What follows belongs to an exercise in optimizing a design on an open flow for small area; a production flow would make more cautious choices.
Only simulation tests tie the RTL to the original design; equivalence was not proved.
In every run shown here, the design's own scripts or RTL, not TritonCTS, make the clock network.
No driver is modelled on the clock port, so clock power and skew are understated where the tree is cut down; a real chip needs a root buffer or a tree.
Power figures rest on the tool's default switching activity, not on a simulated workload.

### flow/design.v
module core_top (
    input  logic        clock,
    input  logic        reset_ALUop_2_3,
    output logic [15:0] pc_addr,
    input  logic [15:0] inst,
    output logic [15:0] mem_addr,
    output logic [15:0] mem_write_data,
    output logic        mem_write,
    input  logic [15:0] mem_read_data
);
    logic [15:0] pc;
    logic [3:0]  phase;
    always_ff @(posedge clock or posedge reset_ALUop_2_3) begin
        if (reset_ALUop_2_3) {pc, phase} <= '0;
        else                 {pc, phase} <= {pc, phase} + 20'd1;
    end
    logic ph0, ph15;
    assign ph0  = (phase == 4'd0);
    assign ph15 = (phase == 4'd15);
    logic       pk_clear;   
    logic       pk_load;    
    logic [2:0] pd;         
    logic [3:0] ps;         
    logic [1:0] cls;
    logic [2:0] ra, rb;
    logic [3:0] funct, sh;
    assign cls   = inst[15:14];
    assign ra    = inst[13:11];
    assign rb    = inst[10:8];
    assign funct = inst[7:4];
    assign sh    = inst[3:0];
    logic [15:0] rf [1:7];
    logic        late_bit;    
    logic [7:0] heads;
    assign heads[0] = 1'b0;
    genvar gi;
    generate
        for (gi = 1; gi < 8; gi++) begin : g_reg
            logic wr;
            assign wr = pk_clear || (pd == 3'(gi));
            assign heads[gi] = wr ? late_bit : rf[gi][0];
            always_ff @(posedge clock) begin
                rf[gi] <= {heads[gi], rf[gi][15:1]};
            end
        end
    endgenerate
    logic a_bit, b_bit;
    assign a_bit = heads[ra];
    assign b_bit = heads[rb];
    logic [15:0] A, D;
    logic        a_in, d_in;
    always_ff @(posedge clock) begin
        if (pk_load && ph0) A <= {a_in, mem_read_data[15:1]};
        else                A <= {a_in, A[15:1]};
        D <= {d_in, D[15:1]};
    end
    logic a_tap, srl_ok;
    assign a_tap  = A[ps];
    assign srl_ok = (phase <= ~ps);
    always_comb begin
        if (pk_clear)             late_bit = 1'b0;
        else if (pk_load && ph0)  late_bit = mem_read_data[0];
        else                      late_bit = a_tap && srl_ok;
    end
    logic imm_bit, is_mem, is_sub, y, cin, sum, carry;
    assign imm_bit = phase[3] ? inst[7] : inst[phase[2:0]];
    assign is_mem  = !cls[1];
    assign is_sub  = (cls == 2'b11) && (funct == 4'd1);
    assign y       = (is_mem ? imm_bit : a_bit) ^ is_sub;
    assign cin     = ph0 ? is_sub : carry;
    assign sum     = b_bit ^ y ^ cin;
    always_ff @(posedge clock) begin
        carry <= (b_bit & y) | (b_bit & cin) | (y & cin);
    end
    logic sll_bit;
    logic [15:0] d_taps;
    assign d_taps = {D[1], D[2], D[3], D[4], D[5], D[6], D[7], D[8],
                     D[9], D[10], D[11], D[12], D[13], D[14], D[15], b_bit};
    assign sll_bit = (phase >= sh) && d_taps[sh];
    logic alu_bit;
    always_comb begin
        if (funct[3])      alu_bit = funct[0] ? b_bit : sll_bit;  
        else if (funct[2]) alu_bit = a_bit ^ b_bit;
        else if (funct[1]) alu_bit = funct[0] ? (a_bit | b_bit) : (a_bit & b_bit);
        else               alu_bit = sum;
    end
    always_comb begin
        case (cls)
            2'b10:   a_in = imm_bit;
            2'b11:   a_in = alu_bit;
            default: a_in = sum;
        endcase
    end
    assign d_in = cls[1] ? b_bit : a_bit;
    logic       funct_ok;
    logic [2:0] dest;
    always_comb begin
        case (funct)
            4'd0, 4'd1, 4'd2, 4'd3, 4'd4, 4'd8, 4'd9: funct_ok = 1'b1;
            default:                                  funct_ok = 1'b0;
        endcase
        case (cls)
            2'b00:   dest = ra;
            2'b01:   dest = 3'd0;
            2'b10:   dest = rb;
            default: dest = funct_ok ? rb : 3'd0;
        endcase
    end
    always_ff @(posedge clock or posedge reset_ALUop_2_3) begin
        if (reset_ALUop_2_3) begin
            pk_clear <= 1'b1;
        end else if (ph15) begin
            pk_clear <= 1'b0;
        end
    end
    always_ff @(posedge clock) begin
        if (ph15) begin
            pk_load <= (cls == 2'b01) || ((cls == 2'b00) && (ra != 3'd0));
            pd      <= dest;
            ps      <= ((cls == 2'b11) && (funct == 4'd9)) ? sh : 4'd0;
        end
    end
    assign pc_addr        = pc;
    assign mem_addr       = A;
    assign mem_write_data = D;
    assign mem_write      = ph0 && !pk_clear && pk_load && (pd == 3'd0);
endmodule
### flow/flow/run.sh
#!/bin/bash
# Standard layout with three changes: port buffers made from the smallest
# buffer; every cell downsized to its smallest drive strength after
# floorplan (the repair steps that follow restore what timing needs); and
# a two-level clock tree (one root buffer, a few leaf buffers) built by
# flow/clock_tree.tcl
# in place of the CTS command. Tool output goes to standard.log.
set -o pipefail
HERE=$(pwd)
export BUFFER_PORTS_ARGS="-buffer_cell sky130_fd_sc_hd__buf_1"
export POST_FLOORPLAN_TCL="$HERE/flow/downsize.tcl"
export PRE_CTS_TCL="$HERE/flow/clock_tree.tcl"
export CLK_GROUPS=9
export CLK_BUF=sky130_fd_sc_hd__clkbuf_8
export CLK_ROOT=sky130_fd_sc_hd__clkbuf_16
bash standard.sh > standard.log 2>&1
### flow/flow/clock_tree.tcl
# Clock tree built by hand before the CTS step (sourced as PRE_CTS_TCL):
# the registers are split into CLK_GROUPS groups of neighbours, each driven
# by one leaf clock buffer (CLK_BUF) placed at the group's centre; one root
# buffer (CLK_ROOT) at the centre of the leaves drives them, and the clock
# port drives only the root. The CTS command itself is then replaced by a no-op, and
# the rest of the CTS step (legalisation, timing repair) runs as usual.
set ngroups [expr {[info exists ::env(CLK_GROUPS)] ? $::env(CLK_GROUPS) : 4}]
set bufname [expr {[info exists ::env(CLK_BUF)] ? $::env(CLK_BUF) : "sky130_fd_sc_hd__clkbuf_8"}]
set rootname [expr {[info exists ::env(CLK_ROOT)] ? $::env(CLK_ROOT) : "sky130_fd_sc_hd__clkbuf_16"}]

set db [ord::get_db]
set blk [ord::get_db_block]
set master [$db findMaster $bufname]
set clk_net [$blk findNet clock]

set sinks {}
foreach it [$clk_net getITerms] {
  set bb [[$it getInst] getBBox]
  lappend sinks [list $it [expr {([$bb xMin] + [$bb xMax]) / 2}] [expr {([$bb yMin] + [$bb yMax]) / 2}]]
}
puts "clock_tree: [llength $sinks] sinks, $ngroups groups of $bufname"

# split a list of sinks into n groups of neighbours, alternating the axis
proc split_sinks {sinks n axis} {
  if {$n <= 1} { return [list $sinks] }
  set idx [expr {$axis == 0 ? 1 : 2}]
  set sorted [lsort -integer -index $idx $sinks]
  set n1 [expr {$n / 2}]
  set k [expr {int(round([llength $sorted] * double($n1) / $n))}]
  set a [lrange $sorted 0 [expr {$k - 1}]]
  set b [lrange $sorted $k end]
  return [concat [split_sinks $a $n1 [expr {1 - $axis}]] [split_sinks $b [expr {$n - $n1}] [expr {1 - $axis}]]]
}

set die [$blk getDieArea]
set axis [expr {([$die xMax] - [$die xMin]) >= ([$die yMax] - [$die yMin]) ? 0 : 1}]
set root [odb::dbInst_create $blk [$db findMaster $rootname] "clkbuf_root"]
set root_net [odb::dbNet_create $blk "clk_root"]
$root_net setSigType CLOCK
[$root findITerm A] connect $clk_net
[$root findITerm X] connect $root_net
set lx 0; set ly 0
set gi 0
foreach grp [split_sinks $sinks $ngroups $axis] {
  set sx 0; set sy 0
  foreach s $grp { incr sx [lindex $s 1]; incr sy [lindex $s 2] }
  set cx [expr {$sx / [llength $grp]}]
  set cy [expr {$sy / [llength $grp]}]
  set inst [odb::dbInst_create $blk $master "clkbuf_grp_$gi"]
  set net [odb::dbNet_create $blk "clk_grp_$gi"]
  $net setSigType CLOCK
  foreach s $grp {
    set it [lindex $s 0]
    $it disconnect
    $it connect $net
  }
  [$inst findITerm A] connect $root_net
  [$inst findITerm X] connect $net
  $inst setLocation $cx $cy
  $inst setPlacementStatus PLACED
  puts "clock_tree: group $gi: [llength $grp] sinks, buffer at $cx $cy"
  incr lx $cx; incr ly $cy
  incr gi
}
$root setLocation [expr {$lx / $gi}] [expr {$ly / $gi}]
$root setPlacementStatus PLACED

rename clock_tree_synthesis orig_clock_tree_synthesis
proc clock_tree_synthesis {args} {
  puts "clock_tree: CTS command skipped, tree built by clock_tree.tcl"
  set_propagated_clock [all_clocks]
}
### flow/flow/downsize.tcl
set lib_area {}
foreach lc [get_lib_cells sky130_fd_sc_hd__*] {
  set n [get_name $lc]
  dict set lib_area $n [get_property $lc area]
}
set dont_use [split $::env(DONT_USE_CELLS)]
set n_changed 0
foreach inst [get_cells *] {
  set m [get_property [get_lib_cells -of_objects $inst] name]
  if {![regexp {^(sky130_fd_sc_hd__[a-z0-9]+)_([0-9]+)$} $m -> base drv]} { continue }
  set best $m
  set best_a [dict get $lib_area $m]
  dict for {n a} $lib_area {
    if {[regexp "^${base}_(\[0-9\]+)\$" $n] && [lsearch -exact $dont_use $n] < 0 && $a < $best_a} {
      set best $n
      set best_a $a
    }
  }
  if {$best ne $m} {
    replace_cell $inst $best
    incr n_changed
  }
}
puts "downsize: replaced $n_changed cells"
### flow/standard.sh
#!/bin/bash
# synth_recipe.tcl (not shown) runs the flow's synth.tcl, then flattens the netlist and writes it again
# the make line also repeats each setting of config.mk as NAME=value (left out here)
make -C /OpenROAD-flow-scripts/flow DESIGN_CONFIG=/design/flow/config.mk WORK_HOME=/design/flow/orfs CLKGATE_MAP_FILE= SYNTH_SCRIPT=/design/flow/synth_recipe.tcl "${@:-finish}"
### flow/config.mk
export PLATFORM = sky130hd
export DESIGN_NAME = core_top
export DESIGN_NICKNAME = core_top
export VERILOG_FILES = /design/flow/design.v
export SDC_FILE = /design/flow/constraint.sdc
export NUM_CORES = 4
export LEC_CHECK = 0
export ABC_AREA = 1
export CAP_MARGIN = 20
export CORE_MARGIN = 2
export CORE_UTILIZATION = 40
export SLEW_MARGIN = 20
### flow/constraint.sdc
create_clock -name core_clock -period 10.0 [get_ports {clock}]
set_input_delay 2.0000 -clock core_clock [delete_from_list [all_inputs] [get_ports {clock}]]
set_output_delay 2.0000 -clock core_clock [all_outputs]
set_load 0.01 [all_outputs]
==> impl_metrics.yaml, run 1 <==
final_layout:
  n_fill_cell: 1282
  final_core_util_pct: 45.5
  finalNetCount: 633
  drive_above_1_share_pct: 4.45
  fin_cells: 760
  areaGrowthSynthToFinish_pct: 10.9
  insertedDiodeCount: 0
grt:
  antenna_found_initial: 1
  grt_pass1_wl_um: 15400
  grt-ovfl-total: 0
  grt_pass1_vias: 3230
  grt_usage_pct: 12.6
  grt_max_degree: 23
detailed_routing:
  drt_iter0_markers: 164
  wl_per_cell_um: 12.4
  drc: 0
  ant_nets: 0
  dr_total_vias: 3444
  wl_um: 9450
  drtPass1Iterations: 4
  viasPerCell: 4.53
die:
  start_util_pct: 41.1
  core_area_um2: 13200
  die_y_um: 121
  row_count: 42
  ios: 83
  die_x_um: 121
  dieArea_um2: 14500
power:
  power_density_nw_per_um2: 181
  clkPwrFrac_pct: 26.1
  internal_power_w: 0.000852
  p_sw_w: 0.000242
  fin_total_pwr_w: 0.00109
  p_leak_nw: 2.67
  combPwrFrac_pct: 6.5
  pwr-share-seq_pct: 67.4
  switching_share_pct: 22.2
  peakVddDrop_mv: 0.0987
synth:
  ys_ff_latch: 174
  ys_seq_area_share_pct: 67.5
  netlist_instances: 496
  yosys_warnings: 2
  synth.avg_cell_area_um2: 11.0
  syn_area_um2: 5440
  yosysUniqueCellTypes: 43
  synth_fp_nets: 543
worst_setup_path:
  path_class: "in -> reg"
  rrSetupSlack_ns: 6.29
  arrival_ns: 4.97
  end_kind: "flop"
  cp_max_fo: 10
  r2r-end: "A[15]"
  startpoint_type: "input port"
  rr_worst_depth: 26
  regToRegStartpoint: "ps[0]"
  cp.required_ns: 10.26
worst_hold_path:
  worstHoldStart: "rf[4][1]"
  min_to: "rf[4][0]"
  hold_path.class: "reg -> reg"
  hold-path-cell-count: 0
timing:
  slew_violations: 0
  slew_headroom_pct: 47.5
  fin_skew_ns: 0.0191
  fin_crit_sh_pct: 47.0
  final.setup.tns_ns: 0
  fmax_mhz: 213
  finalSetupViolations: 0
  worst_pin_slew_ns: 0.787
  min_period_ns: 4.70
  hold_viol_final: 0
  rsz0062_at_grt: "false"
run:
  cap_violations: 0
clocking:
  clock_latency_ns: 0.36
  cts_setup_buffers: 0
  holdBufCountCts: 0
  clk_pin_slew_ns: 0.12
  ctsResizeCount: 0
outcome:
  status: "timing/DRC/antenna clean"
place:
  dpl.hpwl_um: 6860
  port-buffer-count: 82
  gp_congestion: 0.827
  dp_cells: 749
## per-layer routing
layer  global-route usage [%]  share of wire (%)
met4                     1.96                1.5
met2                     20.4                 44
met1                     17.8                 47
met5                        0               0.12
met3                     2.41                7.1
## cells in the final DEF, fill, tap and decap left out
cell type  netlist  final
nand4_1          3      4
a22oi_1          1      1
o221ai_1         1      1
o22ai_1          2      2
o21ai_0         22     24
fa_1             1      1
a31oi_1          2      2
mux2_2          11     11
edfxtp_1         8      8
dfstp_2          1      1
clkbuf_16        0      1
inv_1           52     53
o22a_1           1      1
dfxtp_1        145    145
nand2_1         79     83
o211ai_1         1      1
clkbuf_8         0      9
a32o_1           1      1
nand3b_1         1      1
xnor2_1          4      4
buf_1            1     82
and3_1           1      1
dfrtp_1         20     20
inv_2            3      3
clkinv_1         1      1
ha_1            12     12
xor2_1          14     14
buf_6            0      1
nor2_1          17     20
o311ai_0         2      2
a21oi_1         24     24
nand3_1         43     44
nor3_1           1      3
o31ai_1          1      1
o21a_1           2      2
## power by group through the flow
stage               registers, W  clock network (W)   logic, W
floorplan               0.000759                  0  0.0000359
global placement        0.000754                  0  0.0000702
detailed placement      0.000754                  0  0.0000715
CTS                     0.000738           0.000301  0.0000722
global route            0.000742           0.000326  0.0000806
finish                  0.000738           0.000285  0.0000713
## layout make-up
| type | instances | area, um^2 | area share, % |
|---|---|---|---|
| flip-flops and latches | 174 | 3670 | 60.8 |
| repair buffers | 83 | 319 | 5.29 |
| well taps | 176 | 220 | 3.65 |
| plain buffers | 10 | 149 | 2.47 |
| multi-input cells | 260 | 1460 | 24.2 |
| inverters | 57 | 214 | 3.55 |
## sequential cells by signal, indices dropped and copies added, names as in the netlist
signal,count
ps,4
phase,4
pd,3
pk_clear,1
carry,1
pk_load,1
A,16
D,16
pc,16
rf,112
## worst max-delay path by stage
| stage | start | endpoint | slack (ns) |
|---|---|---|---|
| 6_report | inst[0] | A[15] | 5.30 |
| 5_1_grt | inst[0] | A[15] | 4.97 |
| 4_1_cts | inst[0] | A[15] | 5.35 |
| 3_5_place_dp | inst[0] | A[15] | 5.05 |
| 3_3_place_gp | inst[0] | A[15] | 5.20 |
| 2_1_floorplan | inst[0] | A[15] | 5.70 |
## cell families after synthesis
kind of cell	Yosys count	synth area share [%]
AO/OA/AOI/OAI	62	6.53
adder cells (fa/ha/maj)	13	3.13
AND/OR/NAND/NOR	156	13.3
flip-flops	174	67.5
XOR/XNOR	18	2.90
buffers and inverters	62	4.42
multiplexers	11	2.28
## metrics by stage
step                      setup slack (ns)  hold slack, ns  area, um^2
after floorplan                       5.70           0.310        5440
after global placement                5.20           0.310        5870
after detailed placement              5.05           0.312        5870
after CTS                             5.35           0.319        6020
after global routing                  4.97           0.327        6030
final                                 5.30           0.315        6030
## critical path, stage by stage
cell and delay (ns):
buf_1 0.32, clkinv_1 0.38, o21ai_0 0.25, a21oi_1 0.06, o311ai_0 0.35, o21ai_0 0.22
o21ai_0 0.26, xnor2_1 0.18, fa_1 0.46, o21ai_0 0.17, nand2_1 0.06, o21ai_0 0.07
a21oi_1 0.09, nand2_1 0.06, nand2_1 0.05
## cells in the mapped netlist (all sizes together)
library cell	n	share of area [%]
buf	3	0.30
ha	12	2.8
o22ai	2	0.23
o211ai	1	0.14
dfrtp	20	9.2
nor2	20	1.7
a31oi	2	0.23
xnor2	4	0.64
a22oi	1	0.14
xor2	14	2.3
clkinv	1	0.069
dfxtp	145	53
o21a	2	0.28
o22a	1	0.16
mux2	11	2.3
a21oi	24	2.2
nand2	83	5.9
nand4	4	0.58
dfstp	1	0.48
o221ai	1	0.16
a32o	1	0.18
and3	1	0.12
o311ai	2	0.32
inv	56	3.9
clkbuf	2	0.14
nand3	44	4.1
nor3	3	0.69
edfxtp	8	4.4
o21ai	24	2.3
o31ai	1	0.14
fa	1	0.37
nand3b	1	0.14
==> run 2: changes to the inputs <==
==> flow/flow/run.sh (replaced) <==
#!/bin/bash
# Standard layout with four changes:
# - synthesis maps the logic with an area-oriented ABC script (the registers
#   are mapped as in the standard synthesis);
# - port buffers are made from the smallest buffer;
# - every cell is downsized to its smallest drive strength after floorplan
#   (the repair steps that follow restore what timing needs);
# - a two-level clock tree (one root buffer, a few leaf buffers) is built
#   by flow/clock_tree.tcl in place of the CTS command.
# Tool output goes to standard.log.
set -o pipefail
HERE=$(pwd)
cat flow/synth_prefix.tcl synth_recipe.tcl > my_synth.tcl
export FLOW_ABC_SCRIPT="$HERE/flow/abc_area_min.script"
export BUFFER_PORTS_ARGS="-buffer_cell sky130_fd_sc_hd__buf_1"
export POST_FLOORPLAN_TCL="$HERE/flow/downsize.tcl"
export PRE_CTS_TCL="$HERE/flow/clock_tree.tcl"
export CLK_GROUPS=9
export CLK_BUF=sky130_fd_sc_hd__clkbuf_8
export CLK_ROOT=sky130_fd_sc_hd__clkbuf_16
bash standard.sh SYNTH_SCRIPT="$HERE/my_synth.tcl" finish > standard.log 2>&1
==> flow/flow/abc_area_min.script (new file) <==
strash
dch -f
amap
topo
==> flow/flow/synth_prefix.tcl (new file) <==
# Prepended to the standard flow's synthesis script: the ABC technology mapping uses
# flow/abc_area_min.script (area-oriented mapping with amap) in place of
# ORFS's ABC script. Only the combinational mapping changes; registers
# are mapped by dfflibmap before ABC runs, exactly as in the standard flow.
proc abc {args} {
  set i [lsearch -exact $args -script]
  if {$i >= 0} { lset args [expr {$i + 1}] $::env(FLOW_ABC_SCRIPT) }
  yosys abc {*}$args
}
==> run 2 against run 1 <==
Compared with the run above:
- register-to-register slack got worse by 1.6 ns
- still clean on timing, DRC and antenna
- synthesized cell count decreased by 15%
- sequential share of layout area increased by 2.4 points
- sequential power about the same
- clock power about the same
- setup slack got worse by 0.63 ns
- critical endpoint unchanged
- sequential cell count unchanged
- cell count decreased by 9.9%
- utilization increased by 0.64 points
- hold slack improved by 0.016 ns
- fmax decreased by 12%
==> impl_metrics.yaml, run 2 <==
power:
  peakVddDrop_mv: 0.124
  power_density_nw_per_um2: 187
  fin_total_pwr_w: 0.00108
  p_leak_nw: 2.23
final_layout:
  final_core_util_pct: 46.2
  insertedDiodeCount: 0
  drive_above_1_share_pct: 2.34
  top_register: "rf"
  largest_reg_flops: 112
  finalNetCount: 562
  areaGrowthSynthToFinish_pct: 13.3
  fin_area_um2: 5810
  most-common-layout-cells: "dfxtp_1 (145), buf_1 (82), clkinv_1 (47)"
  final_common_cell: "dfxtp_1"
worst_setup_path:
  startpoint_type: "flop"
  rrSetupSlack_ns: 4.67
  end_kind: "flop"
  cp_max_fo: 18
  cp.required_ns: 10.29
  arrival_ns: 5.62
  path_class: "reg -> reg"
die:
  row_count: 41
  dieArea_um2: 13700
  ios: 83
  start_util_pct: 40.8
  die_y_um: 117
  die_x_um: 117
  core_area_um2: 12600
synth:
  synth_fp_nets: 467
  ys_seq_area_share_pct: 71.6
  ys_top_cells_by_area: "dfxtp_1 (57%), dfrtp_1 (9.8%), edfxtp_1 (4.7%)"
  netlist_top_cells_count: "dfxtp_1 (145), clkinv_1 (47), o22ai_1 (29)"
  synthDominantCellAreaShare_pct: 56.6
  synth-main-ff-cell: "dfxtp_1"
  netlist_instances: 420
  ys_ff_latch: 174
  synth-edff-count: 8
  yosys_warnings: 2
  synth_top_area_cell: "dfxtp_1"
  yosysUniqueCellTypes: 35
  synth.avg_cell_area_um2: 12.2
  syn_area_um2: 5130
  async_flop_share_pct: 12.1
  synth.most_common_cell: "dfxtp_1"
timing:
  hold_viol_final: 0
  fmax_mhz: 188
  final.setup.tns_ns: 0
  fin_skew_ns: 0.00969
  finalSetupViolations: 0
  worst_pin_slew_ns: 0.785
  fin_crit_sh_pct: 53.3
  slew_headroom_pct: 47.4
  rsz0062_at_grt: "false"
  slew_violations: 0
  min_period_ns: 5.33
grt:
  grt_pass1_wl_um: 15300
  grt_pass1_vias: 3156
  grt_max_degree: 22
  grt_usage_pct: 13.5
  antenna_found_initial: 0
  grt-ovfl-total: 0
detailed_routing:
  wl_per_cell_um: 13.9
  drc: 0
  dr_total_vias: 3348
  drt_iter0_markers: 148
  ant_nets: 0
  viasPerCell: 4.89
  drtPass1Iterations: 4
  wl_um: 9530
place:
  dpl.hpwl_um: 6860
  port-buffer-count: 82
  gp_congestion: 0.840
  dpl_cell_area_um2: 5660
worst_hold_path:
  hold_path.class: "reg -> reg"
clocking:
  clock_latency_ns: 0.35
  ctsResizeCount: 0
  holdBufCountCts: 0
  cts_setup_buffers: 0
  clk_pin_slew_ns: 0.11
outcome:
  status: "timing/DRC/antenna clean"
run:
  cap_violations: 0
## run 2: metal layers
layer  share of wire, %  up-vias  global-route usage (%)
met5                  0        -                       0
met4                1.6        0                    2.43
met3                4.8        9                    1.85
met2                 47       81                    22.2
met1                 47     1575                    19.4
li1                   -     1683                       -
## run 2: through the flow
| stage | hold slack (ns) | instances | setup WS (ns) |
|---|---|---|---|
| 2_1_floorplan | 0.310 | 420 | 5.50 |
| 3_3_place_gp | 0.310 | 675 | 4.98 |
| 3_5_place_dp | 0.312 | 675 | 4.78 |
| 4_1_cts | 0.330 | 685 | 4.72 |
| 5_1_grt | 0.343 | 685 | 4.09 |
| 6_report | 0.331 | 685 | 4.67 |
## run 2: final cells by class
| cell class | instances | area [um^2] |
|---|---|---|
| well taps | 172 | 215 |
| inverters | 47 | 176 |
| plain buffers | 10 | 149 |
| repair buffers | 83 | 315 |
| flip-flops and latches | 174 | 3670 |
| multi-input cells | 199 | 1280 |
| fillers | 1174 | 6760 |
## run 2: path summary, 6_finish.rpt
path	start	endpoint	depth (start not counted)
max in group asynchronous	reset_ALUop_2_3	pk_clear	2
min in group asynchronous	reset_ALUop_2_3	pc[13]	2
setup reg to reg	phase[0]	A[15]	20
hold / removal	rf[6][15]	rf[6][14]	0
setup / recovery	phase[0]	A[15]	20
hold reg to reg	rf[6][15]	rf[6][14]	0
## run 2: where the power goes
part / internal (W) / leakage [nW] / switching (W)
registers: 0.000719 / 1.55 / 0.0000154
logic: 0.0000283 / 0.599 / 0.0000375
clock network: 0.000101 / 0.0770 / 0.000183
total: 0.000848 / 2.23 / 0.000236
## run 2: worst max-delay path, cell delays in order (launching register included)
cell	delay, ns
dfrtp_1	0.46
clkinv_1	0.28
ha_1	0.29
nand3_1	0.11
clkinv_1	0.09
nand2_1	0.48
clkinv_1	0.57
a31oi_1	0.31
or3_1	0.27
a21oi_1	0.15
a221oi_1	0.33
a21oi_1	0.07
o22ai_1	0.31
o22ai_1	0.16
nor2_1	0.11
a21oi_1	0.07
fa_1	0.55
a221oi_1	0.09
a2111oi_0	0.41
nor2_1	0.09
o21ai_0	0.07
## run 2: logic make-up (layout without fill, tap and decap cells)
| family | Yosys count | after routing | synth area share, % |
|---|---|---|---|
| adder cells (fa/ha/maj) | 13 | 13 | 3.32 |
| buffers and inverters | 47 | 140 | 3.44 |
| AND/OR/NAND/NOR | 70 | 70 | 6.05 |
| XOR/XNOR | 1 | 1 | 0.171 |
| AO/OA/AOI/OAI | 115 | 115 | 15.4 |
| flip-flops | 174 | 174 | 71.6 |
==> run 3: changes to the inputs <==
--- a/flow/flow/run.sh
+++ b/flow/flow/run.sh
@@ -1,6 +1,7 @@
 #!/bin/bash
 # Standard layout with four changes:
-# - synthesis maps the logic with an area-oriented ABC script (the registers
+# - synthesis maps the logic (adders included, no separate adder mapping)
+#   with an area-oriented ABC script (the registers
 #   are mapped as in the standard synthesis);
 # - port buffers are made from the smallest buffer;
 # - every cell is downsized to its smallest drive strength after floorplan
@@ -18,4 +19,4 @@
 export CLK_GROUPS=9
 export CLK_BUF=sky130_fd_sc_hd__clkbuf_8
 export CLK_ROOT=sky130_fd_sc_hd__clkbuf_16
-bash standard.sh SYNTH_SCRIPT="$HERE/my_synth.tcl" finish > standard.log 2>&1
+bash standard.sh SYNTH_SCRIPT="$HERE/my_synth.tcl" ADDER_MAP_FILE= finish > standard.log 2>&1
==> run 3 against run 2 <==
Compared with the run above:
- routed wire length fell by 6.8%
- critical endpoint unchanged
- fmax rose by 9.5%
- critical path type unchanged
- sequential share of layout area rose by 2.0 points
- combinational power fell by 0.8%
- global-route usage fell by 0.54 points
- area after synthesis fell by 3.2%
==> impl_metrics.yaml, run 3 <==
die:
  ios: 83
  core_area_um2: 12100
  dieArea_um2: 13300
  die_y_um: 115
  row_count: 40
  die_x_um: 115
  start_util_pct: 41.1
detailed_routing:
  drc: 0
  wl_um: 8880
  dr_total_vias: 3237
  drtPass1Iterations: 4
  drt_iter0_markers: 157
  ant_nets: 0
  wl_per_cell_um: 13.1
  viasPerCell: 4.77
synth:
  ys_seq_area_share_pct: 74.0
  yosysUniqueCellTypes: 32
  async_flop_share_pct: 12.1
  netlist_instances: 418
  syn_area_um2: 4960
  ys_top_cells_by_area: "dfxtp_1 (58%), dfrtp_1 (10%), edfxtp_1 (4.8%)"
  synth.avg_cell_area_um2: 11.9
  yosys_warnings: 2
  synth-edff-count: 8
  synth.most_common_cell: "dfxtp_1"
  netlist_top_cells_count: "dfxtp_1 (145), nor2_1 (47), clkinv_1 (46)"
  ys_ff_latch: 174
  synthDominantCellAreaShare_pct: 58.5
  synth_fp_nets: 452
  synth-main-ff-cell: "dfxtp_1"
  synth_top_area_cell: "dfxtp_1"
worst_setup_path:
  path_class: "reg -> reg"
  arrival_ns: 5.14
  startpoint_type: "flop"
  cp.required_ns: 10.28
  regToRegStartpoint: "phase[1]"
  end_kind: "flop"
  cp_max_fo: 22
  startpoint: "phase[1]"
grt:
  grt_usage_pct: 13.0
  antenna_found_initial: 0
  grt-ovfl-total: 0
  grt_pass1_vias: 3008
  grt_max_degree: 23
  grt_pass1_wl_um: 14400
clocking:
  holdBufCountCts: 0
  clock_latency_ns: 0.35
  cts_setup_buffers: 0
  clk_pin_slew_ns: 0.11
  ctsResizeCount: 0
place:
  dpl_cell_area_um2: 5480
  dpl.hpwl_um: 6470
  port-buffer-count: 82
  dp_cells: 668
  place_ws_ns: 4.95
  gp_congestion: 0.810
power:
  p_leak_nw: 2.14
  power_density_nw_per_um2: 192
  peakVddDrop_mv: 0.103
final_layout:
  fin_cells: 678
  n_fill_cell: 1133
  drive_above_1_share_pct: 2.16
  final_common_cell: "dfxtp_1"
  fin_area_um2: 5630
  largest_reg_flops: 112
  insertedDiodeCount: 0
  top_register: "rf"
  areaGrowthSynthToFinish_pct: 13.4
  final_core_util_pct: 46.7
  finalNetCount: 546
  most-common-layout-cells: "dfxtp_1 (145), buf_1 (82), nor2_1 (47)"
timing:
  worst_pin_slew_ns: 0.925
  slew_violations: 0
  final.setup.tns_ns: 0
  hold_viol_final: 0
  fin_skew_ns: 0.0101
  min_period_ns: 4.87
  setup_ws_ns: 5.13
  fin_crit_sh_pct: 48.7
  fmax_mhz: 206
  finalSetupViolations: 0
  rsz0062_at_grt: "false"
  slew_headroom_pct: 38.1
outcome:
  status: "timing/DRC/antenna clean"
worst_hold_path:
  hold_path.class: "reg -> reg"
  worstHoldStart: "rf[3][9]"
run:
  cap_violations: 0
[run 3: cell types whose count changed after synthesis, moves of 4 or more]
cell / before / now
nor2_1: 28 / 47
o22a_1: 20 / 12
ha_1: 12 / 0
a21oi_1: 23 / 30
a22o_1: 4 / 0
nor3_1: 12 / 4
o21ai_0: 13 / 20
o22ai_1: 29 / 20
[run 3: where the power goes]
part | switching (W) | internal (W)
Sequential | 0.0000138 | 0.000720
Combinational | 0.0000387 | 0.0000266
Clock | 0.000183 | 0.000101
Total | 0.000236 | 0.000847
[run 3: layer usage]
layer / global-route usage [%] / vias up / share of wire, % / wire length, um
met2: 20.2 / 75 / 45 / 3980
met3: 2.21 / 15 / 5.8 / 512
met1: 19.2 / 1507 / 48 / 4220
li1: - / 1640 / - / -
met5: 0 / - / 0 / 0
met4: 2.65 / 0 / 1.9 / 167
[run 3: through the flow]
| step | hold slack, ns | total power [W] |
|---|---|---|
| finish | 0.333 | 0.00108 |
| global route | 0.339 | 0.00113 |
| CTS | 0.333 | 0.00110 |
| detailed placement | 0.312 | 0.000815 |
| global placement | 0.311 | 0.000814 |
| floorplan | 0.310 | 0.000785 |
[run 3: cell families (layout without fill, tap and decap cells)]
family / after synthesis / after routing / share of synthesized area, %
flops: 174 / 174 / 74.0
compound gates: 114 / 114 / 15.1
simple gates: 82 / 82 / 7.09
buf+inv: 46 / 138 / 3.48
xor+xnor: 2 / 2 / 0.353
[run 3: worst paths after layout]
kind | endpoint | slack [ns] | depth (start not counted)
worst min register to register | rf[3][8] | 0.33 | 0
worst min-delay path | rf[3][8] | 0.33 | 0
min in group asynchronous | pc[9] | 1.66 | 2
max in group asynchronous | phase[2] | 7.95 | 2
worst max-delay path | A[15] | 5.13 | 23
worst max register to register | A[15] | 5.13 | 23
[run 3: cell type report]
class                   count  area [um^2]  area share (%)
plain buffers              10          149            2.65
repair buffers             82          308            5.47
flip-flops and latches    174         3670            65.2
multi-input cells         198         1120            19.9
inverters                  46          173            3.07
well taps                 168          210            3.73
[run 3: critical path, cell delays in order, from the launching register on]
cell	delay, ns
dfrtp_1	0.43
clkinv_1	0.13
nand2_1	0.08
nor3_1	0.34
nand2_1	0.51
clkinv_1	0.39
a31oi_1	0.09
or3_1	0.50
a21oi_1	0.27
o22ai_1	0.11
a22oi_1	0.19
o22ai_1	0.16
o22ai_1	0.20
nor2_1	0.07
a21oi_1	0.18
nor2b_1	0.20
nor2_1	0.08
nand2_1	0.05
o21ai_0	0.11
a221oi_1	0.29
nor2_1	0.07
nor3_1	0.20
nor2_1	0.07
o21ai_0	0.08
==> run 4: changes to the inputs <==
--- a/flow/flow/run.sh
+++ b/flow/flow/run.sh
@@ -18,5 +18,5 @@
 export PRE_CTS_TCL="$HERE/flow/clock_tree.tcl"
 export CLK_GROUPS=9
 export CLK_BUF=sky130_fd_sc_hd__clkbuf_8
-export CLK_ROOT=sky130_fd_sc_hd__clkbuf_16
+export CLK_ROOT=sky130_fd_sc_hd__clkbuf_8
 bash standard.sh SYNTH_SCRIPT="$HERE/my_synth.tcl" ADDER_MAP_FILE= finish > standard.log 2>&1
==> run 4 against run 3 <==
Compared with the run above:
- area after synthesis unchanged
- register-to-register slack about the same
- design area down 0.20%
- largest cell class unchanged
- largest power group unchanged
- highest routed layer unchanged
==> impl_metrics.yaml, run 4 <==
worst_hold_path:
  hold_path.class: "reg -> reg"
synth:
  synth-edff-count: 8
  synth.avg_cell_area_um2: 11.9
  ys_top_cells_by_area: "dfxtp_1 (58%), dfrtp_1 (10%), edfxtp_1 (4.8%)"
  synth-main-ff-cell: "dfxtp_1"
  ys_ff_latch: 174
  netlist_top_cells_count: "dfxtp_1 (145), nor2_1 (47), clkinv_1 (46)"
  syn_area_um2: 4960
  synth_fp_nets: 452
  yosysUniqueCellTypes: 32
  netlist_instances: 418
  synth_top_area_cell: "dfxtp_1"
  synth.most_common_cell: "dfxtp_1"
  async_flop_share_pct: 12.1
  synthDominantCellAreaShare_pct: 58.5
  ys_seq_area_share_pct: 74.0
  yosys_warnings: 2
power:
  power_density_nw_per_um2: 191
  p_leak_nw: 2.13
  fin_total_pwr_w: 0.00107
  peakVddDrop_mv: 0.103
worst_setup_path:
  rrSetupSlack_ns: 5.14
  crit_path_end: "A[15]"
  cp.required_ns: 10.33
  rr_worst_depth: 23
  path_class: "reg -> reg"
  cp_max_fo: 22
  startpoint_type: "flop"
  regToRegStartpoint: "phase[1]"
  arrival_ns: 5.19
  startpoint: "phase[1]"
  end_kind: "flop"
  r2r-end: "A[15]"
grt:
  grt_pass1_vias: 3011
  grt_max_degree: 23
  antenna_found_initial: 0
  grt_pass1_wl_um: 14400
  grt-ovfl-total: 0
  grt_usage_pct: 13.0
die:
  die_x_um: 115
  dieArea_um2: 13300
  row_count: 40
  core_area_um2: 12100
  die_y_um: 115
  ios: 83
  start_util_pct: 41.1
place:
  gp_congestion: 0.810
  dpl.hpwl_um: 6470
  port-buffer-count: 82
final_layout:
  finalNetCount: 546
  drive_above_1_share_pct: 2.16
  top_register: "rf"
  final_common_cell: "dfxtp_1"
  n_fill_cell: 1137
  areaGrowthSynthToFinish_pct: 13.2
  insertedDiodeCount: 0
  most-common-layout-cells: "dfxtp_1 (145), buf_1 (82), nor2_1 (47)"
  largest_reg_flops: 112
timing:
  finalSetupViolations: 0
  fin_crit_sh_pct: 48.6
  fmax_mhz: 206
  fin_skew_ns: 0.0103
  hold_viol_final: 0
  slew_headroom_pct: 37.9
  slew_violations: 0
  final.setup.tns_ns: 0
  rsz0062_at_grt: "false"
  worst_pin_slew_ns: 0.928
  min_period_ns: 4.86
detailed_routing:
  wl_um: 8890
  viasPerCell: 4.77
  dr_total_vias: 3235
  drc: 0
  ant_nets: 0
  drtPass1Iterations: 4
  wl_per_cell_um: 13.1
  drt_iter0_markers: 159
clocking:
  clk_pin_slew_ns: 0.11
  cts_setup_buffers: 0
  ctsResizeCount: 0
  clock_latency_ns: 0.40
  holdBufCountCts: 0
outcome:
  status: "timing/DRC/antenna clean"
run:
  cap_violations: 0
## run 4: cell counts after synthesis
No cell type changed its count.
## run 4: cell type report
class | instances | area, um^2 | area share (%)
well taps | 168 | 210 | 3.74
inverters | 46 | 173 | 3.07
plain buffers | 10 | 138 | 2.45
flip-flops and latches | 174 | 3670 | 65.3
repair buffers | 82 | 308 | 5.48
multi-input cells | 198 | 1120 | 19.9
## run 4: how the worst min path moves through the flow
stage / startpoint / to / slack (ns) / cells after the start
floorplan: rf[1][1] / rf[1][0] / 0.31 / 0
global placement: rf[7][1] / rf[7][0] / 0.31 / 0
detailed placement: rf[2][6] / rf[2][5] / 0.31 / 0
CTS: rf[3][9] / rf[3][8] / 0.33 / 0
global route: rf[6][4] / rf[6][3] / 0.34 / 0
finish: rf[3][9] / rf[3][8] / 0.33 / 0
## run 4: critical path: stages (launching register included)
cell      delay, ns
dfrtp_1        0.43
clkinv_1       0.13
nand2_1        0.08
nor3_1         0.34
nand2_1        0.51
clkinv_1       0.39
a31oi_1        0.09
or3_1          0.50
a21oi_1        0.27
o22ai_1        0.11
a22oi_1        0.19
o22ai_1        0.16
o22ai_1        0.20
nor2_1         0.07
a21oi_1        0.18
nor2b_1        0.20
nor2_1         0.08
nand2_1        0.05
o21ai_0        0.11
a221oi_1       0.29
nor2_1         0.07
nor3_1         0.20
nor2_1         0.07
o21ai_0        0.08
## run 4: metal layers
layer / track usage, % / up-vias / part of all wire [%]
li1: - / 1640 / -
met2: 20.2 / 80 / 44
met4: 2.65 / 0 / 2.1
met1: 19.2 / 1498 / 48
met3: 2.21 / 17 / 5.7
met5: 0 / - / 0
## run 4: logic make-up (layout without fill, tap and decap cells)
family	count (synthesis)	in the layout	share of synthesized area, %
DFF	174	174	74.0
buffers and inverters	46	138	3.48
and+or+nand+nor	82	82	7.09
AOI/OAI and AO/OA	114	114	15.1
xor gates and xnor gates	2	2	0.353
## run 4: through the flow
| stage | hold slack (ns) | setup WS (ns) | utilization [%] | area (um^2) | cells |
|---|---|---|---|---|---|
| finish | 0.333 | 5.14 | 46.6 | 5620 | 678 |
| detailed placement | 0.312 | 4.95 | 45.4 | 5480 | 668 |
| CTS | 0.333 | 5.12 | 46.6 | 5620 | 678 |
| global route | 0.339 | 4.51 | 46.6 | 5620 | 678 |
| floorplan | 0.310 | 5.55 | - | 4960 | 418 |
| global placement | 0.311 | 5.21 | 45.4 | 5480 | 668 |
## run 4: where the power goes
group	internal, W	switching, W
registers	0.000720	0.0000138
clock network	0.0000910	0.000184
logic	0.0000266	0.0000387
total	0.000838	0.000236
==> run 5: changes to the inputs <==
--- a/flow/flow/run.sh
+++ b/flow/flow/run.sh
@@ -16,7 +16,7 @@
 export BUFFER_PORTS_ARGS="-buffer_cell sky130_fd_sc_hd__buf_1"
 export POST_FLOORPLAN_TCL="$HERE/flow/downsize.tcl"
 export PRE_CTS_TCL="$HERE/flow/clock_tree.tcl"
-export CLK_GROUPS=9
+export CLK_GROUPS=8
 export CLK_BUF=sky130_fd_sc_hd__clkbuf_8
 export CLK_ROOT=sky130_fd_sc_hd__clkbuf_8
 bash standard.sh SYNTH_SCRIPT="$HERE/my_synth.tcl" ADDER_MAP_FILE= finish > standard.log 2>&1
--- a/flow/config.mk
+++ b/flow/config.mk
@@ -8,5 +8,6 @@
 export ABC_AREA = 1
 export CAP_MARGIN = 20
 export CORE_MARGIN = 2
-export CORE_UTILIZATION = 40
+export CORE_UTILIZATION = 65
+export PLACE_DENSITY = 0.75
 export SLEW_MARGIN = 20
==> run 5 against run 4 <==
Compared with the run above:
- register-to-register slack got worse by 0.14 ns
- setup slack got worse by 0.14 ns
- fmax fell by 2.8%
- synthesized cell count did not move
- clock power fell by 5%
- hold slack got worse by 0.0040 ns
- global-route usage rose by 8.4 points
- power fell by 1.3%
==> impl_metrics.yaml, run 5 <==
outcome:
  status: "timing/DRC/antenna clean"
place:
  gp_congestion: 0.909
  place_ws_ns: 5.02
  port-buffer-count: 82
  dpl_cell_area_um2: 5390
  dpl.hpwl_um: 6410
final_layout:
  insertedDiodeCount: 0
  drive_above_1_share_pct: 1.96
  final_common_cell: "dfxtp_1"
  top_register: "rf"
  n_fill_cell: 502
  fin_area_um2: 5520
  areaGrowthSynthToFinish_pct: 11.2
  most-common-layout-cells: "dfxtp_1 (145), buf_1 (82), nor2_1 (47)"
  largest_reg_flops: 112
  finalNetCount: 545
worst_setup_path:
  arrival_ns: 5.33
  cp_num_buf_inv: 2
  crit_chain: "clkinv_1, nand2_1, nor3_1, nand2_1, clkinv_1, a31oi_1, or3_1, a21oi_1, o22ai_1, a22oi_1, o22ai_1, o22ai_1, nor2_1, a21oi_1, nor2b_1, nor2_1, nand2_1, o21ai_0, a221oi_1, nor2_1, nor3_1, nor2_1, o21ai_0"
  cp.required_ns: 10.33
  path_class: "reg -> reg"
  startpoint_type: "flop"
  crit_top_cell: "nor2_1"
  end_kind: "flop"
  cp_slowest_cell: "nand2_1"
  cpPeakStageDelay_ns: 0.51
  cp_max_fo: 22
  cp_top_family: "simple AND/OR/NAND/NOR gates"
timing:
  slew_violations: 0
  slew_headroom_pct: 41.8
  rsz0062_at_grt: "false"
  setup_ws_ns: 5.00
  worst_pin_slew_ns: 0.870
  fin_crit_sh_pct: 50.0
  finalSetupViolations: 0
  final.setup.tns_ns: 0
  fin_skew_ns: 0.0143
  min_period_ns: 5.00
  hold_viol_final: 0
  fmax_mhz: 200
  holdWs_ns: 0.329
detailed_routing:
  drt_iter0_markers: 178
  wl_per_cell_um: 14.7
  drc: 0
  ant_nets: 0
  viasPerCell: 5.37
  dr_total_vias: 3265
  drtPass1Iterations: 4
  wl_um: 8940
clocking:
  cts_setup_buffers: 0
  clk_pin_slew_ns: 0.12
  clock_latency_ns: 0.40
  holdBufCountCts: 0
  ctsResizeCount: 0
synth:
  ys_top_cells_by_area: "dfxtp_1 (58%), dfrtp_1 (10%), edfxtp_1 (4.8%)"
  yosysUniqueCellTypes: 32
  yosys_warnings: 2
  ys_ff_latch: 174
  synth-edff-count: 8
  synth_top_area_cell: "dfxtp_1"
  netlist_instances: 418
  async_flop_share_pct: 12.1
  netlist_top_cells_count: "dfxtp_1 (145), nor2_1 (47), clkinv_1 (46)"
  synthDominantCellAreaShare_pct: 58.5
  synth-main-ff-cell: "dfxtp_1"
  synth.most_common_cell: "dfxtp_1"
  ys_seq_area_share_pct: 74.0
  syn_area_um2: 4960
  synth.avg_cell_area_um2: 11.9
  synth_fp_nets: 452
power:
  power_density_nw_per_um2: 192
  p_leak_nw: 2.13
  peakVddDrop_mv: 0.155
die:
  dieArea_um2: 8350
  core_area_um2: 7330
  die_x_um: 91.4
  start_util_pct: 67.7
  die_y_um: 91.4
  row_count: 31
  ios: 83
grt:
  grt_max_degree: 23
  antenna_found_initial: 0
  grt-ovfl-total: 0
  grt_pass1_wl_um: 14800
  grt_pass1_vias: 3209
  grt_usage_pct: 21.4
run:
  cap_violations: 0
worst_hold_path:
  hold_path.class: "reg -> reg"
[run 5: cell count changes in the layout (fill, tap and decap cells not counted)]
cell | previous run | this run
clkbuf_8 | 10 | 9
[run 5: final cells by class]
cell class / count / area [um^2] / area share, %
Buffer: 9 / 124 / 2.24
Inverter: 46 / 173 / 3.13
Multi-Input combinational cell: 198 / 1120 / 20.3
Sequential cell: 174 / 3670 / 66.5
Tap cell: 99 / 124 / 2.24
Timing Repair Buffer: 82 / 308 / 5.58
[run 5: worst paths after layout]
path	start	endpoint	slack, ns	depth (start not counted)
setup / recovery	phase[1]	A[15]	5.00	23
hold / removal	rf[7][10]	rf[7][9]	0.33	0
setup reg to reg	phase[1]	A[15]	5.00	23
hold reg to reg	rf[7][10]	rf[7][9]	0.33	0
max in group asynchronous	reset_ALUop_2_3	pk_clear	8.04	2
min in group asynchronous	reset_ALUop_2_3	pc[2]	1.60	2
[run 5: through the flow]
stage          total power, W  util [%]  instances
6_report              0.00106      75.3        608
5_1_grt               0.00110      75.3        608
4_1_cts               0.00107      75.3        608
3_5_place_dp         0.000814      73.6        599
3_3_place_gp         0.000813      73.6        599
2_1_floorplan        0.000785         -        418
[run 5: per-layer routing]
layer	GRT usage [%]	wire length [um]	share of wire (%)	vias to the layer above
met3	4.32	579	6.5	14
met5	0	0	0	-
met2	35.9	4150	46	99
met1	29.7	4060	45	1521
met4	3.41	153	1.7	0
li1	-	-	-	1631
[run 5: cell families after synthesis]
kind of cell	Yosys count	synth area share (%)
DFF	174	74.0
AOI/OAI and AO/OA	114	15.1
and+or+nand+nor	82	7.09
buffers and inverters	46	3.48
xor gates and xnor gates	2	0.353
[run 5: report_power, final]
group | internal, W | switching [W]
Clock | 0.0000824 | 0.000178
Sequential | 0.000720 | 0.0000138
Combinational | 0.0000266 | 0.0000382
==> run 6: changes to the inputs <==
--- a/flow/flow/run.sh
+++ b/flow/flow/run.sh
@@ -6,7 +6,7 @@
 # - port buffers are made from the smallest buffer;
 # - every cell is downsized to its smallest drive strength after floorplan
 #   (the repair steps that follow restore what timing needs);
-# - a two-level clock tree (one root buffer, a few leaf buffers) is built
+# - a two-level clock tree of inverters (two roots, eight leaves) is built
 #   by flow/clock_tree.tcl in place of the CTS command.
 # Tool output goes to standard.log.
 set -o pipefail
@@ -16,7 +16,8 @@
 export BUFFER_PORTS_ARGS="-buffer_cell sky130_fd_sc_hd__buf_1"
 export POST_FLOORPLAN_TCL="$HERE/flow/downsize.tcl"
 export PRE_CTS_TCL="$HERE/flow/clock_tree.tcl"
+export CLK_ROOTS=2
 export CLK_GROUPS=8
-export CLK_BUF=sky130_fd_sc_hd__clkbuf_8
-export CLK_ROOT=sky130_fd_sc_hd__clkbuf_8
+export CLK_BUF=sky130_fd_sc_hd__inv_8
+export CLK_ROOT=sky130_fd_sc_hd__inv_8
 bash standard.sh SYNTH_SCRIPT="$HERE/my_synth.tcl" ADDER_MAP_FILE= finish > standard.log 2>&1
==> flow/flow/abc_area_min.script (replaced) <==
strash
dch -f
amap -m
topo
==> flow/flow/clock_tree.tcl (replaced) <==
# Clock tree built by hand before the CTS step (sourced as PRE_CTS_TCL).
# The registers are split into CLK_ROOTS regions of neighbours and each
# region into CLK_GROUPS / CLK_ROOTS groups of neighbours. Each group is
# driven by one leaf cell (CLK_BUF) placed at the group's centre, and the
# leaves of a region by one root cell (CLK_ROOT) placed at their centre;
# the clock port drives only the roots. With inverters for both the roots
# and the leaves, every register sees the clock through two inversions.
# All registers get the same number and kind of cells on their clock path.
# The CTS command (and the cloning of clock inverters before it) is then
# replaced by a no-op, and the rest of the
# CTS step (legalisation, timing repair) runs as usual.
set nroots $::env(CLK_ROOTS)
set ngroups $::env(CLK_GROUPS)
set db [ord::get_db]
set blk [ord::get_db_block]
set leaf_master [$db findMaster $::env(CLK_BUF)]
set root_master [$db findMaster $::env(CLK_ROOT)]
set clk_net [$blk findNet clock]

proc pin_name {master dir} {
  foreach mt [$master getMTerms] {
    if {[$mt getSigType] ne "SIGNAL"} { continue }
    if {[$mt getIoType] eq $dir} { return [$mt getName] }
  }
}
set leaf_in [pin_name $leaf_master INPUT]
set leaf_out [pin_name $leaf_master OUTPUT]
set root_in [pin_name $root_master INPUT]
set root_out [pin_name $root_master OUTPUT]

set sinks {}
foreach it [$clk_net getITerms] {
  set bb [[$it getInst] getBBox]
  lappend sinks [list $it [expr {([$bb xMin] + [$bb xMax]) / 2}] [expr {([$bb yMin] + [$bb yMax]) / 2}]]
}
puts "clock_tree: [llength $sinks] sinks, $nroots roots ($::env(CLK_ROOT)), $ngroups leaves ($::env(CLK_BUF))"

# split a list of sinks into n groups of neighbours, alternating the axis
proc split_sinks {sinks n axis} {
  if {$n <= 1} { return [list $sinks] }
  set idx [expr {$axis == 0 ? 1 : 2}]
  set sorted [lsort -integer -index $idx $sinks]
  set n1 [expr {$n / 2}]
  set k [expr {int(round([llength $sorted] * double($n1) / $n))}]
  set a [lrange $sorted 0 [expr {$k - 1}]]
  set b [lrange $sorted $k end]
  return [concat [split_sinks $a $n1 [expr {1 - $axis}]] [split_sinks $b [expr {$n - $n1}] [expr {1 - $axis}]]]
}

proc centre {grp} {
  set sx 0; set sy 0
  foreach s $grp { incr sx [lindex $s 1]; incr sy [lindex $s 2] }
  return [list [expr {$sx / [llength $grp]}] [expr {$sy / [llength $grp]}]]
}

# one cell at (x, y) driving the iterms of a group through a new net
proc add_driver {blk master in out name grp_iterms xy src_net} {
  set inst [odb::dbInst_create $blk $master $name]
  set net [odb::dbNet_create $blk "${name}_net"]
  $net setSigType CLOCK
  foreach it $grp_iterms {
    $it disconnect
    $it connect $net
  }
  [$inst findITerm $in] connect $src_net
  [$inst findITerm $out] connect $net
  $inst setLocation [lindex $xy 0] [lindex $xy 1]
  $inst setPlacementStatus PLACED
  return $inst
}

set die [$blk getDieArea]
set axis [expr {([$die xMax] - [$die xMin]) >= ([$die yMax] - [$die yMin]) ? 0 : 1}]
set per_root [expr {$ngroups / $nroots}]
set ri 0
set gi 0
foreach region [split_sinks $sinks $nroots $axis] {
  set root [add_driver $blk $root_master $root_in $root_out "clkroot_$ri" {} [centre $region] $clk_net]
  set root_net [[$root findITerm $root_out] getNet]
  foreach grp [split_sinks $region $per_root $axis] {
    set its {}
    foreach s $grp { lappend its [lindex $s 0] }
    add_driver $blk $leaf_master $leaf_in $leaf_out "clkleaf_$gi" $its [centre $grp] $root_net
    puts "clock_tree: leaf $gi (root $ri): [llength $grp] sinks"
    incr gi
  }
  incr ri
}

rename clock_tree_synthesis orig_clock_tree_synthesis
proc clock_tree_synthesis {args} {
  puts "clock_tree: CTS command skipped, tree built by clock_tree.tcl"
  set_propagated_clock [all_clocks]
}

# the CTS step would next clone clock inverters next to their loads;
# the tree above is final, so that is skipped too
rename repair_clock_inverters orig_repair_clock_inverters
proc repair_clock_inverters {args} {
  puts "clock_tree: repair_clock_inverters skipped"
}
--- a/flow/config.mk
+++ b/flow/config.mk
@@ -8,6 +8,5 @@
 export ABC_AREA = 1
 export CAP_MARGIN = 20
 export CORE_MARGIN = 2
-export CORE_UTILIZATION = 65
-export PLACE_DENSITY = 0.75
+export CORE_UTILIZATION = 40
 export SLEW_MARGIN = 20
==> run 6 against run 5 <==
Compared with the run above:
- utilization down 29 points
- clock power fell by 3%
- sequential power about the same
- fmax grew 2.4%
- clock skew increased by 0.00071 ns
- design area up 1.6%
- power shrank 0.71%
- area after synthesis up 0.28%
- setup slack improved by 0.12 ns
- sequential cell count is the same
- largest power group unchanged
==> impl_metrics.yaml, run 6 <==
final_layout:
  most-common-layout-cells: "dfxtp_1 (145), buf_1 (82), nor2_1 (56)"
  top_register: "rf"
  areaGrowthSynthToFinish_pct: 12.7
  final_common_cell: "dfxtp_1"
  insertedDiodeCount: 0
  largest_reg_flops: 112
  final_core_util_pct: 46.5
  drive_above_1_share_pct: 2.14
  finalNetCount: 550
  fin_cells: 682
synth:
  synth_fp_nets: 456
  ys_seq_area_share_pct: 73.7
  netlist_instances: 422
  yosys_warnings: 2
  ys_ff_latch: 174
  synth.most_common_cell: "dfxtp_1"
  syn_area_um2: 4980
  synth-edff-count: 8
  synth-main-ff-cell: "dfxtp_1"
  ys_top_cells_by_area: "dfxtp_1 (58%), dfrtp_1 (10%), edfxtp_1 (4.8%)"
  synthDominantCellAreaShare_pct: 58.3
  async_flop_share_pct: 12.1
  netlist_top_cells_count: "dfxtp_1 (145), nor2_1 (56), clkinv_1 (44)"
  synth.avg_cell_area_um2: 11.8
  synth_top_area_cell: "dfxtp_1"
  yosysUniqueCellTypes: 32
die:
  row_count: 40
  dieArea_um2: 13300
  ios: 83
  core_area_um2: 12100
  die_y_um: 116
  start_util_pct: 41.3
  die_x_um: 116
timing:
  rsz0062_at_grt: "false"
  fin_skew_ns: 0.0150
  fmax_mhz: 205
  fin_crit_sh_pct: 48.8
  slew_violations: 0
  holdWs_ns: 0.326
  min_period_ns: 4.88
  slew_headroom_pct: 33.9
  worst_pin_slew_ns: 0.989
  finalSetupViolations: 0
  final.setup.tns_ns: 0
  hold_viol_final: 0
detailed_routing:
  dr_total_vias: 3265
  drtPass1Iterations: 6
  wl_um: 8880
  wl_per_cell_um: 13.0
  drt_iter0_markers: 188
  drc: 0
  ant_nets: 0
  viasPerCell: 4.79
worst_setup_path:
  end_kind: "flop"
  cp.required_ns: 10.09
  cp_max_fo: 22
  arrival_ns: 4.97
  path_class: "reg -> reg"
  startpoint_type: "flop"
power:
  p_leak_nw: 2.15
  power_density_nw_per_um2: 188
  peakVddDrop_mv: 0.0817
outcome:
  status: "timing/DRC/antenna clean"
grt:
  grt_max_degree: 23
  grt_pass1_vias: 2988
  grt_usage_pct: 13.0
  grt_pass1_wl_um: 14400
  grt-ovfl-total: 0
  antenna_found_initial: 0
clocking:
  cts_setup_buffers: 0
  clk_pin_slew_ns: 0.11
  holdBufCountCts: 0
  clock_latency_ns: 0.16
  ctsResizeCount: 0
worst_hold_path:
  hold_path.class: "reg -> reg"
place:
  gp_congestion: 0.897
  dpl.hpwl_um: 6430
  port-buffer-count: 82
  dp_cells: 672
run:
  cap_violations: 0
==> run 6: changes by cell type in the layout (fill, tap and decap cells not counted), moves of 3 or more <==
cell | before | now
o21ai_0 | 20 | 16
inv_8 | 0 | 10
clkbuf_8 | 9 | 0
o21a_1 | 3 | 0
nor2_1 | 47 | 56
==> run 6: kinds of logic after synthesis <==
group	count (synthesis)	share of synthesized area, %
muxes	1	0.226
buffers and inverters	44	3.32
DFF	174	73.7
AOI/OAI and AO/OA	111	14.8
and+or+nand+nor	92	7.92
==> run 6: area by class of cell <==
| class | instances | area [um^2] |
|---|---|---|
| fill | 1159 | 6450 |
| sequential | 174 | 3670 |
| multi-input combinational | 204 | 1140 |
| timing repair buffer | 82 | 308 |
| inverter | 54 | 278 |
| tap | 168 | 210 |
==> run 6: worst max-delay path: stages (launching register included) <==
cell      delay [ns]
dfrtp_1         0.43
clkinv_1        0.20
nand2_1         0.14
nor3_1          0.09
nand2_1         0.54
clkinv_1        0.50
o221ai_1        0.63
a21oi_1         0.22
o22ai_1         0.22
a22oi_1         0.09
o22ai_1         0.32
o22ai_1         0.14
a21oi_1         0.20
nor2b_1         0.19
nor2_1          0.08
nand2_1         0.05
o21ai_0         0.09
a221oi_1        0.30
nor2_1          0.07
nor3_1          0.18
nor2_1          0.06
o21ai_0         0.07
==> run 6: path summary, 6_finish.rpt <==
check                                 to  slack [ns]  cells past startpoint             from
max in group asynchronous          pc[2]        7.77                      2  reset_ALUop_2_3
worst min register to register  rf[3][6]        0.33                      0         rf[3][7]
worst min-delay path            rf[3][6]        0.33                      0         rf[3][7]
worst max-delay path               A[15]        5.12                     21         phase[1]
min in group asynchronous       phase[0]        1.85                      2  reset_ALUop_2_3
worst max register to register     A[15]        5.12                     21         phase[1]
==> run 6: layer usage <==
metal / wire length, um / share of wire (%) / up-vias / GRT usage, %
met5: 0 / 0 / - / 0
met4: 142 / 1.6 / 0 / 1.93
met3: 459 / 5.2 / 11 / 1.73
met2: 3940 / 44 / 76 / 21.1
met1: 4340 / 49 / 1510 / 18.9
li1: - / - / 1668 / -
==> run 6: stage by stage <==
| step | total power [W] | cell area [um^2] | setup slack [ns] |
|---|---|---|---|
| after global routing | 0.00110 | 5610 | 4.44 |
| after detailed placement | 0.000814 | 5490 | 5.07 |
| after CTS | 0.00107 | 5610 | 5.14 |
| after global placement | 0.000814 | 5490 | 5.22 |
| final | 0.00105 | 5610 | 5.12 |
| after floorplan | 0.000785 | 4980 | 5.68 |
==> run 6: power breakdown <==
part / switching (W) / internal, W / leakage, nW
Combinational: 0.0000378 / 0.0000268 / 0.539
Sequential: 0.0000140 / 0.000720 / 1.55
Clock: 0.000215 / 0.0000385 / 0.0605
Total: 0.000267 / 0.000785 / 2.15
==> run 7: changes to the inputs <==
==> flow/flow/abc_area_min.script (replaced) <==
strash
dch -f
amap -F 8 -A 16
topo
==> run 7 against run 6 <==
Compared with the run above:
- sequential power is essentially flat
- cell count shrank 0.59%
- first-iteration DRC count grew 8.0%
- design area unchanged
- area after synthesis unchanged
- combinational power is 2% higher
- utilization unchanged
- hold slack improved by 0.0071 ns
- routed wire length grew 1.8%
- critical path type is now reg -> out
- critical endpoint is now mem_write
==> impl_metrics.yaml, run 7 <==
die:
  die_y_um: 116
  die_x_um: 116
  start_util_pct: 41.3
  dieArea_um2: 13300
  ios: 83
  core_area_um2: 12100
  row_count: 40
detailed_routing:
  dr_total_vias: 3273
  wl_um: 9040
  wl_per_cell_um: 13.3
  drt_iter0_markers: 203
  drc: 0
  viasPerCell: 4.83
  ant_nets: 0
  drtPass1Iterations: 4
place:
  dpl.hpwl_um: 6460
  port-buffer-count: 82
  dp_cells: 668
  gp_congestion: 0.792
timing:
  slew_headroom_pct: 41.1
  finalSetupViolations: 0
  slew_violations: 0
  fin_skew_ns: 0.0171
  fin_crit_sh_pct: 47.7
  worst_pin_slew_ns: 0.880
  final.setup.tns_ns: 0
  hold_viol_final: 0
  rsz0062_at_grt: "false"
  min_period_ns: 4.77
  fmax_mhz: 209
final_layout:
  multi_input_area_um2: 1140
  top_register: "rf"
  most-common-layout-cells: "dfxtp_1 (145), buf_1 (82), nor2_1 (48)"
  fin_cells: 678
  largest_reg_flops: 112
  layout.area.seq_um2: 3670
  finalNetCount: 546
  areaGrowthSynthToFinish_pct: 12.7
  insertedDiodeCount: 0
  final_core_util_pct: 46.5
  final_common_cell: "dfxtp_1"
  drive_above_1_share_pct: 2.16
  n_fill_cell: 1149
worst_setup_path:
  cp_slowest_cell: "nand2_1"
  cp_num_buf_inv: 2
  crit_chain: "nor4_1, nand2_1, clkinv_1, nand3_1, nor3_1, buf_1"
  cp.required_ns: 8.00
  startpoint: "phase[1]"
  regToRegStartpoint: "phase[1]"
  arrival_ns: 2.77
  rrSetupSlack_ns: 5.25
  r2r-end: "A[15]"
  path_class: "reg -> out"
  startpoint_type: "flop"
  cp_top_family: "simple AND/OR/NAND/NOR gates"
  rr_worst_depth: 19
  cpPeakStageDelay_ns: 0.56
  cp_max_fo: 21
  end_kind: "output port"
synth:
  synth.avg_cell_area_um2: 11.9
  syn_area_um2: 4980
  ys_seq_area_share_pct: 73.7
  netlist_top_cells_count: "dfxtp_1 (145), nor2_1 (48), clkinv_1 (45)"
  synth.most_common_cell: "dfxtp_1"
  synth_fp_nets: 452
  yosys_warnings: 2
  ys_ff_latch: 174
  synthDominantCellAreaShare_pct: 58.3
  synth-main-ff-cell: "dfxtp_1"
  ys_top_cells_by_area: "dfxtp_1 (58%), dfrtp_1 (10%), edfxtp_1 (4.8%)"
  yosysUniqueCellTypes: 28
  async_flop_share_pct: 12.1
  synth_top_area_cell: "dfxtp_1"
  netlist_instances: 418
  synth-edff-count: 8
grt:
  antenna_found_initial: 0
  grt_usage_pct: 13.4
  grt_max_degree: 23
  grt_pass1_wl_um: 14900
  grt_pass1_vias: 3108
  grt-ovfl-total: 0
clocking:
  holdBufCountCts: 0
  clk_pin_slew_ns: 0.11
  cts_setup_buffers: 0
  clock_latency_ns: 0.16
  ctsResizeCount: 0
outcome:
  status: "timing/DRC/antenna clean"
power:
  power_density_nw_per_um2: 188
  p_leak_nw: 2.13
  peakVddDrop_mv: 0.116
worst_hold_path:
  hold_path.class: "reg -> reg"
  min_to: "rf[1][8]"
  worstHoldStart: "rf[1][9]"
  hold-path-cell-count: 0
run:
  cap_violations: 0
==> run 7: worst register-to-register path, stage by stage, from the launching register on <==
cell and delay (ns):
dfrtp_1 0.50, nor4_1 0.14, nand2_1 0.56, clkinv_1 0.60, o221ai_1 0.58, o21ai_0 0.27, o22ai_1 0.21, a22oi_1 0.10
o22ai_1 0.28, clkinv_1 0.14, o22ai_1 0.16, nor2_1 0.06, a21oi_1 0.14, nor2b_1 0.20, nor2_1 0.08, a21oi_1 0.18
o22ai_1 0.10, a21oi_1 0.15, o22ai_1 0.09, o22ai_1 0.16
==> run 7: cell type report <==
type | count | area share, %
Sequential cell | 174 | 65.5
Multi-Input combinational cell | 199 | 20.3
Timing Repair Buffer | 82 | 5.49
Inverter | 55 | 5.02
Tap cell | 168 | 3.75
==> run 7: metrics by stage <==
step | power, W | cell area, um^2 | hold slack, ns | worst slack, ns
global placement | 0.000814 | 5490 | 0.310 | 5.30
floorplan | 0.000785 | 4980 | 0.310 | 5.68
detailed placement | 0.000815 | 5490 | 0.312 | 5.14
CTS | 0.00107 | 5610 | 0.335 | 5.14
global route | 0.00110 | 5610 | 0.337 | 4.62
finish | 0.00105 | 5610 | 0.333 | 5.23
==> run 7: where the power goes <==
part | total, W | internal [W] | switching (W)
Combinational | 0.0000661 | 0.0000276 | 0.0000385
Clock | 0.000253 | 0.0000386 | 0.000215
Sequential | 0.000733 | 0.000719 | 0.0000141
==> run 7: per-layer routing <==
metal  GRT usage (%)  wire (um)  up-vias
met2            21.4       3900       81
met1            20.0       4550     1525
met4            2.01        122        0
li1                -          -     1657
met5               0          0        -
met3            1.94        475       10
==> run 7: worst max path at each step <==
| stage | endpoint | slack, ns | cells after the start |
|---|---|---|---|
| after floorplan | A[15] | 5.68 | 18 |
| after global placement | A[15] | 5.30 | 19 |
| after detailed placement | A[15] | 5.14 | 17 |
| after CTS | mem_write | 5.14 | 6 |
| after global routing | A[15] | 4.62 | 19 |
| final | mem_write | 5.23 | 6 |
==> run 7: kinds of logic after synthesis <==
| logic type | synth area share [%] |
|---|---|
| and+or+nand+nor | 6.94 |
| xor gates and xnor gates | 0.352 |
| DFF | 73.7 |
| buffers and inverters | 3.39 |
| AOI/OAI and AO/OA | 15.6 |

-- re-timing with driven ports --
The results above use ideal ports. As a check the final layouts listed here were re-extracted and re-timed, cells and wires unchanged.
Step 1 sets driving cells, clkbuf_16 on the clock port and buf_2 on the other inputs (assumed; they add their load-dependent delay and slew).
Step 2 adds t to the input delays and takes it off the output delays; t is the mean of the earliest and latest rising clock arrival at the registers after step 1. Input paths then give back, and output paths get back, about the clock's delay inside the block.
Three values: ideal ports, drivers, drivers and shift; two values: the first two.
run	t, ns	setup slack, ns	worst hold slack (ns)	worst register clock-pin slew, ns	cell pins on the clock port's net
run 1	0.383	5.297 / 5.309 / 4.926	0.315 / 0.315 / 0.315	0.12 / 0.12	1
run 2	0.388	4.672 / 4.671 / 4.671	0.331 / 0.331 / 0.331	0.11 / 0.11	1
run 3	0.381	5.135 / 5.135 / 4.924	0.333 / 0.333 / 0.333	0.11 / 0.11	1
run 4	0.427	5.138 / 5.138 / 4.922	0.333 / 0.333 / 0.333	0.11 / 0.11	1
run 5	0.422	4.998 / 4.998 / 4.921	0.329 / 0.329 / 0.329	0.12 / 0.12	1
run 6	0.226	5.116 / 5.116 / 5.028	0.326 / 0.326 / 0.326	0.11 / 0.11	2
run 7	0.226	5.226 / 5.151 / 5.085	0.333 / 0.333 / 0.333	0.11 / 0.11	2
After both steps setup and hold are still met in every run listed. For run 1, which loses most, drivers alone change the setup slack by +0.012 ns; drivers and shift together by -0.371 ns.
